Background: an optimization exercise with open tools, aiming at small area, a short achievable clock period and few clock cycles. Do not read the settings as production practice.
In this exercise RTL edits were held to simulation tests only and were not proved equivalent to the original.

==> job 9374 <==
Design systolic_array_tile, start of the top module:
module systolic_array_tile #(
    parameter int unsigned ROWS   = 4,
    parameter int unsigned COLS   = 4,
    parameter int unsigned DATA_W = 8,
    parameter int unsigned ACC_W  = 32,
    parameter int unsigned MAX_K  = 256,
    parameter int unsigned K_W    = $clog2(MAX_K + 1),
    localparam int unsigned ROW_W = (ROWS > 1) ? $clog2(ROWS) : 1
) (
    input  logic                    clk_i,
    input  logic                    rst_ni,
    input  logic                    start_i,
    input  logic [K_W-1:0]          k_len_i,
    output logic                    busy_o,
    input  logic                    op_valid_i,
    output logic                    op_ready_o,
    input  logic [ROWS*DATA_W-1:0]  a_i,
    input  logic [COLS*DATA_W-1:0]  b_i,
    output logic                    c_valid_o,
    input  logic                    c_ready_i,
    output logic [COLS*ACC_W-1:0]   c_o,
    output logic [ROW_W-1:0]        c_row_o,
    output logic                    c_last_o,
    output logic                    done_o
);
    localparam int unsigned RES_W = 24;    
    localparam logic [ROW_W-1:0] LAST_ROW = ROW_W'(ROWS - 1);
    logic               r_busy;
    logic               r_op_ready;
    logic               r_c_valid;
    logic               r_c_last;
    logic               r_done;
    logic               r_pend;      
    logic               r_pend2;     
    logic [K_W-1:0]     r_cnt;       
    logic [ROW_W-1:0]   r_row;
    logic w_start, w_accept, w_last_beat, w_take_row;
    assign w_start     = !r_busy && start_i;
    assign w_accept    = r_op_ready && op_valid_i;
    assign w_last_beat = w_accept && (r_cnt == K_W'(1));
    assign w_take_row  = r_c_valid && c_ready_i;
    logic               n_busy, n_op_ready, n_c_valid, n_c_last, n_done, n_pend;
    logic [K_W-1:0]     n_cnt;
  ...
Settings: LEC_CHECK=0, CAP_MARGIN=20, CORE_MARGIN=2, CORE_UTILIZATION=70, CTS_CLUSTER_DIAMETER=60, CTS_CLUSTER_SIZE=20, SETUP_SLACK_MARGIN=3.8, SLEW_MARGIN=20, SYNTH_HIERARCHICAL=1, TNS_END_PERCENT=0; clock period 6.5 ns.
run.sh (not shown) runs the stock make flow with config.mk's settings and CLKGATE_MAP_FILE= SYNTH_SCRIPT=/design/flow/synth_recipe.tcl, a recipe that flattens the netlist after the stock synthesis.
==> inputs of job 7095, as changes to job 9374 <==
--- a/flow/design.v
+++ b/flow/design.v
@@ -127,11 +127,11 @@
             r_bo[c] <= w_accept ? w_bo : '0;
             r_bt[c] <= w_accept ? w_bt : '0;
             r_bn[c] <= w_accept ? w_bn : '0;
         end
     end
-    localparam int unsigned NB = 6;      
+    localparam int unsigned NB = 7;      
     logic [RES_W-1:0] w_vn  [ROWS][COLS];
     logic [NB-1:0]    w_cyn [ROWS][COLS];
     for (genvar r = 0; r < ROWS; r++) begin : g_row
         for (genvar c = 0; c < COLS; c++) begin : g_col
             sa_mac u_mac (
@@ -175,11 +175,11 @@
     assign done_o     = r_done;
 endmodule
 module sa_out #(
     parameter int unsigned ROWS  = 4,
     parameter int unsigned RES_W = 24,
-    parameter int unsigned NB    = 6
+    parameter int unsigned NB    = 7
 ) (
     input  logic                   clk_i,
     input  logic                   rst_ni,
     input  logic                   pend,     
     input  logic                   pend2,    
@@ -210,11 +210,11 @@
                 w_vsel = w_vsel | ~vn[r*RES_W +: RES_W];
                 w_csel = w_csel | ~cyn[r*NB +: NB];
             end
         end
     end
-    assign w_cy = {1'b0, 1'b0, 1'b0, 1'b0, 1'b0, 1'b0, 1'b0, w_csel[5], 1'b0, 1'b0, 1'b0, w_csel[4], 1'b0, w_csel[3], 1'b0, w_csel[2], 1'b0, w_csel[1], 1'b0, w_csel[0], 1'b0, 1'b0, 1'b0, 1'b0};    
+    assign w_cy = {1'b0, 1'b0, 1'b0, 1'b0, 1'b0, 1'b0, 1'b0, w_csel[6], 1'b0, w_csel[5], 1'b0, w_csel[4], 1'b0, w_csel[3], 1'b0, w_csel[2], 1'b0, w_csel[1], 1'b0, w_csel[0], 1'b0, 1'b0, 1'b0, 1'b0};    
     always_ff @(posedge clk_i) begin
         if (pend2 || take) r_c <= w_vsel + w_cy;
     end
     assign c = r_c;
 endmodule
@@ -238,17 +238,17 @@
     input  logic [7:0]  a,
     input  logic [3:0]  bo,       
     input  logic [3:0]  bt,       
     input  logic [3:0]  bn,       
     output logic [23:0] vn,        
-    output logic [5:0]  cyn        
+    output logic [6:0]  cyn        
 );
     logic          r_clr;    
     logic [23:0] r_vn;
-    logic [5:0]  r_cyn;
+    logic [6:0]  r_cyn;
     logic [23:0] w_vn;
-    logic [5:0]  w_cyn;
+    logic [6:0]  w_cyn;
     always_ff @(posedge clk_i or negedge rst_ni) begin
         if (!rst_ni) r_clr <= 1'b0;
         else         r_clr <= start;
     end
     always_ff @(posedge clk_i) begin
@@ -297,11 +297,11 @@
     wire pp_3_6 = ~((bo[3] & a[6]) | (bt[3] & a[5])) ^ bn[3];
     wire pp_3_7 = ~((bo[3] & a[7]) | (bt[3] & a[6])) ^ bn[3];
     wire pp_3_8 = ~(~((bo[3] & a[7]) | (bt[3] & a[7])) ^ bn[3]);
     wire nbn_3 = ~bn[3];
     wire [23:0] vg_n = r_vn | {24{clr}};
-    wire [5:0] cg_n = r_cyn | {6{clr}};
+    wire [6:0] cg_n = r_cyn | {7{clr}};
     wire vg_0 = vg_n[0];
     wire vg_1 = vg_n[1];
     wire vg_2 = vg_n[2];
     wire vg_3 = vg_n[3];
     wire vg_4 = vg_n[4];
@@ -320,10 +320,11 @@
     wire cg_1 = cg_n[1];
     wire cg_2 = cg_n[2];
     wire cg_3 = cg_n[3];
     wire cg_4 = cg_n[4];
     wire cg_5 = cg_n[5];
+    wire cg_6 = cg_n[6];
     wire [7:0] hi_n = vg_n[23:16] + 1'b1;
     wire hi_16 = hi_n[0];
     wire hi_17 = hi_n[1];
     wire hi_18 = hi_n[2];
     wire hi_19 = hi_n[3];
@@ -359,10 +360,11 @@
     wire fs17, fc17;
     wire fs18, fc18;
     wire fs19, fc19;
     wire hs8, hc8;
     wire hs9, hc9;
+    wire hs10, hc10;
     wire fs20, fc20;
     wire fs21, fc21;
     wire fs22, fc22;
     wire fs23, fc23;
     wire fs24, fc24;
@@ -372,11 +374,11 @@
     wire fs28, fc28;
     wire fs29, fc29;
     wire fs30, fc30;
     wire fs31, fc31;
     wire fs32, fc32;
-    wire hs10, hc10;
+    wire fs33, fc33;
     wire hs11, hc11;
     assign hs0 = ~(nbn_3 ^ vg_6);
     assign hc0 = nbn_3 | vg_6;
     assign hs1 = ~vg_8;
     assign hc1 = vg_8;
@@ -431,14 +433,16 @@
     sa_x2 u_fs16_s (.a(fs16_t), .b(fc7), .y(fs16));
     sa_mx u_fs16_c (.s(fs16_t), .d1(fc7), .d0(hs4), .y(fc16));
     sa_fa u_fs17 (.x(pp_3_5), .y(hc4), .z(fc8), .s(fs17), .c(fc17));
     sa_fa u_fs18 (.x(hs5), .y(pp_2_8), .z(pp_3_6), .s(fs18), .c(fc18));
     sa_ha u_fs19 (.x(vg_13), .y(hc5), .s(fs19), .c(fc19));
-    assign hs8 = ~(nbn_0 ^ vg_0);
-    assign hc8 = nbn_0 | vg_0;
-    assign hs9 = ~(vg_1 ^ pp_0_1);
-    assign hc9 = vg_1 | pp_0_1;
+    assign hs8 = ~(vg_14 ^ cg_5);
+    assign hc8 = vg_14 | cg_5;
+    assign hs9 = ~(nbn_0 ^ vg_0);
+    assign hc9 = nbn_0 | vg_0;
+    assign hs10 = ~(vg_1 ^ pp_0_1);
+    assign hc10 = vg_1 | pp_0_1;
     sa_fa u_fs20 (.x(hs6), .y(pp_0_2), .z(pp_1_0), .s(fs20), .c(fc20));
     sa_fa u_fs21 (.x(hc6), .y(pp_1_1), .z(hs7), .s(fs21), .c(fc21));
     sa_fa u_fs22 (.x(hc7), .y(fs0), .z(fs10), .s(fs22), .c(fc22));
     sa_fa u_fs23 (.x(hs2), .y(fc10), .z(fs11), .s(fs23), .c(fc23));
     sa_fa u_fs24 (.x(fs1), .y(fc11), .z(fs12), .s(fs24), .c(fc24));
@@ -465,17 +469,16 @@
     wire fs30_t;
     sa_x2 u_fs30_t (.a(fc9), .b(fs18), .y(fs30_t));
     sa_x2 u_fs30_s (.a(fs30_t), .b(fc17), .y(fs30));
     sa_mx u_fs30_c (.s(fs30_t), .d1(fc17), .d0(fc9), .y(fc30));
     sa_fa u_fs31 (.x(pp_3_7), .y(fs19), .z(fc18), .s(fs31), .c(fc31));
-    sa_fa u_fs32 (.x(vg_14), .y(pp_3_8), .z(fc19), .s(fs32), .c(fc32));
-    assign hs10 = ~vg_15;
-    assign hc10 = vg_15;
-    assign hs11 = ~(cg_5 ^ hi_16);
-    assign hc11 = cg_5 | hi_16;
-    wire [23:0] row_x = {hi_23, hi_22, hi_21, hi_20, hi_19, hi_18, hc11, hc10, fc32, fc31, fc30, fc29, fc28, fc27, fc26, fc25, fc24, fc23, fc22, fc21, fc20, hc9, hc8, hs8};
-    wire [23:0] row_y = {1'b1, 1'b1, 1'b1, 1'b1, 1'b1, 1'b1, hi_17, hs11, hs10, fs32, fs31, fs30, fs29, fs28, fs27, fs26, fs25, fs24, fs23, fs22, fs21, fs20, hs9, pp_0_0};
+    sa_fa u_fs32 (.x(hs8), .y(pp_3_8), .z(fc19), .s(fs32), .c(fc32));
+    sa_ha u_fs33 (.x(vg_15), .y(hc8), .s(fs33), .c(fc33));
+    assign hs11 = ~(cg_6 ^ hi_16);
+    assign hc11 = cg_6 | hi_16;
+    wire [23:0] row_x = {hi_23, hi_22, hi_21, hi_20, hi_19, hi_18, hc11, fc33, fc32, fc31, fc30, fc29, fc28, fc27, fc26, fc25, fc24, fc23, fc22, fc21, fc20, hc10, hc9, hs9};
+    wire [23:0] row_y = {1'b1, 1'b1, 1'b1, 1'b1, 1'b1, 1'b1, hi_17, hs11, fs33, fs32, fs31, fs30, fs29, fs28, fs27, fs26, fs25, fs24, fs23, fs22, fs21, fs20, hs10, pp_0_0};
     wire bp_0, bc_1;
     sa_x2 u_bp_0 (.a(row_x[0]), .b(row_y[0]), .y(bp_0));
     wire bp_1, bc_2;
     sa_x2 u_bp_1 (.a(row_x[1]), .b(row_y[1]), .y(bp_1));
     wire bp_2, bc_3;
@@ -541,27 +544,28 @@
     assign w_cyn[4] = bc_12;
     wire bp_12, bc_13;
     sa_x2 u_bp_12 (.a(row_x[12]), .b(row_y[12]), .y(bp_12));
     wire bp_13, bc_14;
     sa_x2 u_bp_13 (.a(row_x[13]), .b(row_y[13]), .y(bp_13));
-    wire bp_14, bc_15;
-    sa_x2 u_bp_14 (.a(row_x[14]), .b(row_y[14]), .y(bp_14));
-    wire bp_15, bc_16;
-    sa_x2 u_bp_15 (.a(row_x[15]), .b(row_y[15]), .y(bp_15));
     wire bg_12 = row_x[12] | row_y[12];
     wire bg_13 = row_x[13] & row_y[13];
-    wire bg_14 = row_x[14] & row_y[14];
-    wire bg_15 = row_x[15] & row_y[15];
     assign bc_13 = (bg_12);
     assign bc_14 = (bg_12 & bp_13) | (bg_13);
-    assign bc_15 = (bg_12 & bp_13 & bp_14) | (bg_13 & bp_14) | (bg_14);
-    assign bc_16 = (bg_12 & bp_13 & bp_14 & bp_15) | (bg_13 & bp_14 & bp_15) | (bg_14 & bp_15) | (bg_15);
     assign w_vn[12] = ~bp_12;
     sa_x2 u_bs_13 (.a(bp_13), .b(bc_13), .y(w_vn[13]));
-    sa_x2 u_bs_14 (.a(bp_14), .b(bc_14), .y(w_vn[14]));
+    assign w_cyn[5] = bc_14;
+    wire bp_14, bc_15;
+    sa_x2 u_bp_14 (.a(row_x[14]), .b(row_y[14]), .y(bp_14));
+    wire bp_15, bc_16;
+    sa_x2 u_bp_15 (.a(row_x[15]), .b(row_y[15]), .y(bp_15));
+    wire bg_14 = row_x[14] | row_y[14];
+    wire bg_15 = row_x[15] & row_y[15];
+    assign bc_15 = (bg_14);
+    assign bc_16 = (bg_14 & bp_15) | (bg_15);
+    assign w_vn[14] = ~bp_14;
     sa_x2 u_bs_15 (.a(bp_15), .b(bc_15), .y(w_vn[15]));
-    assign w_cyn[5] = bc_16;
+    assign w_cyn[6] = bc_16;
     assign w_vn[23:16] = row_x[23:16] + row_y[23:16] + 8'(1);
 endmodule
 module sa_fa (input logic x, input logic y, input logic z, output logic s, output logic c);
     assign s = x ^ y ^ z;
     assign c = (x & y) | (x & z) | (y & z);
==> inputs of job 2994, as changes to job 9374 <==
--- a/flow/design.v
+++ b/flow/design.v
@@ -127,11 +127,11 @@
             r_bo[c] <= w_accept ? w_bo : '0;
             r_bt[c] <= w_accept ? w_bt : '0;
             r_bn[c] <= w_accept ? w_bn : '0;
         end
     end
-    localparam int unsigned NB = 6;      
+    localparam int unsigned NB = 7;      
     logic [RES_W-1:0] w_vn  [ROWS][COLS];
     logic [NB-1:0]    w_cyn [ROWS][COLS];
     for (genvar r = 0; r < ROWS; r++) begin : g_row
         for (genvar c = 0; c < COLS; c++) begin : g_col
             sa_mac u_mac (
@@ -175,11 +175,11 @@
     assign done_o     = r_done;
 endmodule
 module sa_out #(
     parameter int unsigned ROWS  = 4,
     parameter int unsigned RES_W = 24,
-    parameter int unsigned NB    = 6
+    parameter int unsigned NB    = 7
 ) (
     input  logic                   clk_i,
     input  logic                   rst_ni,
     input  logic                   pend,     
     input  logic                   pend2,    
@@ -210,11 +210,11 @@
                 w_vsel = w_vsel | ~vn[r*RES_W +: RES_W];
                 w_csel = w_csel | ~cyn[r*NB +: NB];
             end
         end
     end
-    assign w_cy = {1'b0, 1'b0, 1'b0, 1'b0, 1'b0, 1'b0, 1'b0, w_csel[5], 1'b0, 1'b0, 1'b0, w_csel[4], 1'b0, w_csel[3], 1'b0, w_csel[2], 1'b0, w_csel[1], 1'b0, w_csel[0], 1'b0, 1'b0, 1'b0, 1'b0};    
+    assign w_cy = {1'b0, 1'b0, 1'b0, 1'b0, 1'b0, 1'b0, 1'b0, w_csel[6], 1'b0, w_csel[5], 1'b0, w_csel[4], 1'b0, w_csel[3], 1'b0, w_csel[2], 1'b0, w_csel[1], 1'b0, w_csel[0], 1'b0, 1'b0, 1'b0, 1'b0};    
     always_ff @(posedge clk_i) begin
         if (pend2 || take) r_c <= w_vsel + w_cy;
     end
     assign c = r_c;
 endmodule
@@ -238,17 +238,17 @@
     input  logic [7:0]  a,
     input  logic [3:0]  bo,       
     input  logic [3:0]  bt,       
     input  logic [3:0]  bn,       
     output logic [23:0] vn,        
-    output logic [5:0]  cyn        
+    output logic [6:0]  cyn        
 );
     logic          r_clr;    
     logic [23:0] r_vn;
-    logic [5:0]  r_cyn;
+    logic [6:0]  r_cyn;
     logic [23:0] w_vn;
-    logic [5:0]  w_cyn;
+    logic [6:0]  w_cyn;
     always_ff @(posedge clk_i or negedge rst_ni) begin
         if (!rst_ni) r_clr <= 1'b0;
         else         r_clr <= start;
     end
     always_ff @(posedge clk_i) begin
@@ -297,11 +297,11 @@
     wire pp_3_6 = ~((bo[3] & a[6]) | (bt[3] & a[5])) ^ bn[3];
     wire pp_3_7 = ~((bo[3] & a[7]) | (bt[3] & a[6])) ^ bn[3];
     wire pp_3_8 = ~(~((bo[3] & a[7]) | (bt[3] & a[7])) ^ bn[3]);
     wire nbn_3 = ~bn[3];
     wire [23:0] vg_n = r_vn | {24{clr}};
-    wire [5:0] cg_n = r_cyn | {6{clr}};
+    wire [6:0] cg_n = r_cyn | {7{clr}};
     wire vg_0 = vg_n[0];
     wire vg_1 = vg_n[1];
     wire vg_2 = vg_n[2];
     wire vg_3 = vg_n[3];
     wire vg_4 = vg_n[4];
@@ -320,10 +320,11 @@
     wire cg_1 = cg_n[1];
     wire cg_2 = cg_n[2];
     wire cg_3 = cg_n[3];
     wire cg_4 = cg_n[4];
     wire cg_5 = cg_n[5];
+    wire cg_6 = cg_n[6];
     wire [7:0] hi_n = vg_n[23:16] + 1'b1;
     wire hi_16 = hi_n[0];
     wire hi_17 = hi_n[1];
     wire hi_18 = hi_n[2];
     wire hi_19 = hi_n[3];
@@ -359,10 +360,11 @@
     wire fs17, fc17;
     wire fs18, fc18;
     wire fs19, fc19;
     wire hs8, hc8;
     wire hs9, hc9;
+    wire hs10, hc10;
     wire fs20, fc20;
     wire fs21, fc21;
     wire fs22, fc22;
     wire fs23, fc23;
     wire fs24, fc24;
@@ -372,11 +374,11 @@
     wire fs28, fc28;
     wire fs29, fc29;
     wire fs30, fc30;
     wire fs31, fc31;
     wire fs32, fc32;
-    wire hs10, hc10;
+    wire fs33, fc33;
     wire hs11, hc11;
     assign hs0 = ~(nbn_3 ^ vg_6);
     assign hc0 = nbn_3 | vg_6;
     assign hs1 = ~vg_8;
     assign hc1 = vg_8;
@@ -431,14 +433,16 @@
     sa_x2 u_fs16_s (.a(fs16_t), .b(fc7), .y(fs16));
     sa_mx u_fs16_c (.s(fs16_t), .d1(fc7), .d0(hs4), .y(fc16));
     sa_fa u_fs17 (.x(pp_3_5), .y(hc4), .z(fc8), .s(fs17), .c(fc17));
     sa_fa u_fs18 (.x(hs5), .y(pp_2_8), .z(pp_3_6), .s(fs18), .c(fc18));
     sa_ha u_fs19 (.x(vg_13), .y(hc5), .s(fs19), .c(fc19));
-    assign hs8 = ~(nbn_0 ^ vg_0);
-    assign hc8 = nbn_0 | vg_0;
-    assign hs9 = ~(vg_1 ^ pp_0_1);
-    assign hc9 = vg_1 | pp_0_1;
+    assign hs8 = ~(vg_14 ^ cg_5);
+    assign hc8 = vg_14 | cg_5;
+    assign hs9 = ~(nbn_0 ^ vg_0);
+    assign hc9 = nbn_0 | vg_0;
+    assign hs10 = ~(vg_1 ^ pp_0_1);
+    assign hc10 = vg_1 | pp_0_1;
     sa_fa u_fs20 (.x(hs6), .y(pp_0_2), .z(pp_1_0), .s(fs20), .c(fc20));
     sa_fa u_fs21 (.x(hc6), .y(pp_1_1), .z(hs7), .s(fs21), .c(fc21));
     sa_fa u_fs22 (.x(hc7), .y(fs0), .z(fs10), .s(fs22), .c(fc22));
     sa_fa u_fs23 (.x(hs2), .y(fc10), .z(fs11), .s(fs23), .c(fc23));
     sa_fa u_fs24 (.x(fs1), .y(fc11), .z(fs12), .s(fs24), .c(fc24));
@@ -465,17 +469,16 @@
     wire fs30_t;
     sa_x2 u_fs30_t (.a(fc9), .b(fs18), .y(fs30_t));
     sa_x2 u_fs30_s (.a(fs30_t), .b(fc17), .y(fs30));
     sa_mx u_fs30_c (.s(fs30_t), .d1(fc17), .d0(fc9), .y(fc30));
     sa_fa u_fs31 (.x(pp_3_7), .y(fs19), .z(fc18), .s(fs31), .c(fc31));
-    sa_fa u_fs32 (.x(vg_14), .y(pp_3_8), .z(fc19), .s(fs32), .c(fc32));
-    assign hs10 = ~vg_15;
-    assign hc10 = vg_15;
-    assign hs11 = ~(cg_5 ^ hi_16);
-    assign hc11 = cg_5 | hi_16;
-    wire [23:0] row_x = {hi_23, hi_22, hi_21, hi_20, hi_19, hi_18, hc11, hc10, fc32, fc31, fc30, fc29, fc28, fc27, fc26, fc25, fc24, fc23, fc22, fc21, fc20, hc9, hc8, hs8};
-    wire [23:0] row_y = {1'b1, 1'b1, 1'b1, 1'b1, 1'b1, 1'b1, hi_17, hs11, hs10, fs32, fs31, fs30, fs29, fs28, fs27, fs26, fs25, fs24, fs23, fs22, fs21, fs20, hs9, pp_0_0};
+    sa_fa u_fs32 (.x(hs8), .y(pp_3_8), .z(fc19), .s(fs32), .c(fc32));
+    sa_ha u_fs33 (.x(vg_15), .y(hc8), .s(fs33), .c(fc33));
+    assign hs11 = ~(cg_6 ^ hi_16);
+    assign hc11 = cg_6 | hi_16;
+    wire [23:0] row_x = {hi_23, hi_22, hi_21, hi_20, hi_19, hi_18, hc11, fc33, fc32, fc31, fc30, fc29, fc28, fc27, fc26, fc25, fc24, fc23, fc22, fc21, fc20, hc10, hc9, hs9};
+    wire [23:0] row_y = {1'b1, 1'b1, 1'b1, 1'b1, 1'b1, 1'b1, hi_17, hs11, fs33, fs32, fs31, fs30, fs29, fs28, fs27, fs26, fs25, fs24, fs23, fs22, fs21, fs20, hs10, pp_0_0};
     wire bp_0, bc_1;
     sa_x2 u_bp_0 (.a(row_x[0]), .b(row_y[0]), .y(bp_0));
     wire bp_1, bc_2;
     sa_x2 u_bp_1 (.a(row_x[1]), .b(row_y[1]), .y(bp_1));
     wire bp_2, bc_3;
@@ -541,27 +544,28 @@
     assign w_cyn[4] = bc_12;
     wire bp_12, bc_13;
     sa_x2 u_bp_12 (.a(row_x[12]), .b(row_y[12]), .y(bp_12));
     wire bp_13, bc_14;
     sa_x2 u_bp_13 (.a(row_x[13]), .b(row_y[13]), .y(bp_13));
-    wire bp_14, bc_15;
-    sa_x2 u_bp_14 (.a(row_x[14]), .b(row_y[14]), .y(bp_14));
-    wire bp_15, bc_16;
-    sa_x2 u_bp_15 (.a(row_x[15]), .b(row_y[15]), .y(bp_15));
     wire bg_12 = row_x[12] | row_y[12];
     wire bg_13 = row_x[13] & row_y[13];
-    wire bg_14 = row_x[14] & row_y[14];
-    wire bg_15 = row_x[15] & row_y[15];
     assign bc_13 = (bg_12);
     assign bc_14 = (bg_12 & bp_13) | (bg_13);
-    assign bc_15 = (bg_12 & bp_13 & bp_14) | (bg_13 & bp_14) | (bg_14);
-    assign bc_16 = (bg_12 & bp_13 & bp_14 & bp_15) | (bg_13 & bp_14 & bp_15) | (bg_14 & bp_15) | (bg_15);
     assign w_vn[12] = ~bp_12;
     sa_x2 u_bs_13 (.a(bp_13), .b(bc_13), .y(w_vn[13]));
-    sa_x2 u_bs_14 (.a(bp_14), .b(bc_14), .y(w_vn[14]));
+    assign w_cyn[5] = bc_14;
+    wire bp_14, bc_15;
+    sa_x2 u_bp_14 (.a(row_x[14]), .b(row_y[14]), .y(bp_14));
+    wire bp_15, bc_16;
+    sa_x2 u_bp_15 (.a(row_x[15]), .b(row_y[15]), .y(bp_15));
+    wire bg_14 = row_x[14] | row_y[14];
+    wire bg_15 = row_x[15] & row_y[15];
+    assign bc_15 = (bg_14);
+    assign bc_16 = (bg_14 & bp_15) | (bg_15);
+    assign w_vn[14] = ~bp_14;
     sa_x2 u_bs_15 (.a(bp_15), .b(bc_15), .y(w_vn[15]));
-    assign w_cyn[5] = bc_16;
+    assign w_cyn[6] = bc_16;
     assign w_vn[23:16] = row_x[23:16] + row_y[23:16] + 8'(1);
 endmodule
 module sa_fa (input logic x, input logic y, input logic z, output logic s, output logic c);
     assign s = x ^ y ^ z;
     assign c = (x & y) | (x & z) | (y & z);
- CORE_UTILIZATION: 70 -> 60
- CTS_CLUSTER_DIAMETER: 60 -> 80
- CTS_CLUSTER_SIZE: 20 -> 25
==> comparison <==
The highest maximum frequency belongs to job 2994, the lowest to job 9374.
The lowest critical path depth belongs to job 9374, the highest to job 7095.
Clock skew: job 2994 > job 7095 > job 9374.
In job 9374 the synthesized area is lower than in job 2994, by 2.2%.
Sequential share of layout area: job 7095 is lower than job 2994 (0.85 points).
Between job 2994 and job 9374, the lower die area is in job 9374 (gap 19%, measured against job 9374).
==> figures <==
|  | job 7095 | job 2994 | job 9374 |
|---|---|---|---|
| Global-route met2 utilization | 0.658 | 0.563 | 0.635 |
| Aggregate routed wire length | 234 mm | 206 mm | 192 mm |
| Final core occ | 0.870 | 0.716 | 0.806 |
| Fraction of area in multi-input gates | 0.607 | 0.616 | 0.617 |
| Synth cell types | 79 | 79 | 74 |
| Source-to-sink clock delay at the later pin of the worst-skew pair | 0.71 ns | 0.70 ns | 0.70 ns |
| Outcome | complete, no violations | complete, no violations | complete, no violations |
| Final worst clock skew | 0.0312 ns | 0.0349 ns | 0.0247 ns |
| Met3 wire len | 34.0 mm | 19.4 mm | 21.4 mm |
| Crit Path Max Fanout | 35 | 8 | 15 |
| Clock Pin Slew Worst Setup and Hold Paths | 0.08 ns | 0.09 ns | 0.07 ns |
| Cts repair resizes | 498 | 472 | 238 |
| Critical path startpoint | g_row[0].g_col[0].u_mac.r_clr | r_a[0][5] | start_i |
Testbench counts of job 9374, summed over its fixed seeds: cycles 10,800.
Testbench counts of job 7095, summed over its fixed seeds: cycles 10,800.
Testbench counts of job 2994, summed over its fixed seeds: cycles 10,800.

what the ideal ports hide:
How much do the figures lean on ideal ports? The routed layouts below were timed once more, with nothing changed but the port constraints.
Step 1 assumes that a clkbuf_16 drives the clock port and a buf_2 every other input.
Step 2 also shifts input and output timing later by t, the mid clock arrival at the registers, as if the neighbouring blocks saw the same clock.
Three values: ideal ports, drivers, drivers and shift; two values: the first two.
run | t, ns | setup WS [ns] | hold slack, ns | worst setup path after step 2 | latest minus earliest clock arrival (ns)
job 9374 | 0.762 | 3.128 / 3.175 / 2.413 | 0.546 / 0.499 / 0.546 | input to register | 0.029 / 0.029
job 7095 | 0.764 | 3.290 / 3.290 / 2.658 | 0.524 / 0.524 / 0.524 | input to register | 0.033 / 0.033
job 2994 | 0.756 | 3.451 / 3.451 / 2.976 | 0.548 / 0.548 / 0.548 | input to register | 0.039 / 0.040
After both steps setup and hold are still met in every run listed. For job 9374, which loses most, drivers alone change the setup slack by +0.047 ns; drivers and shift together by -0.715 ns.
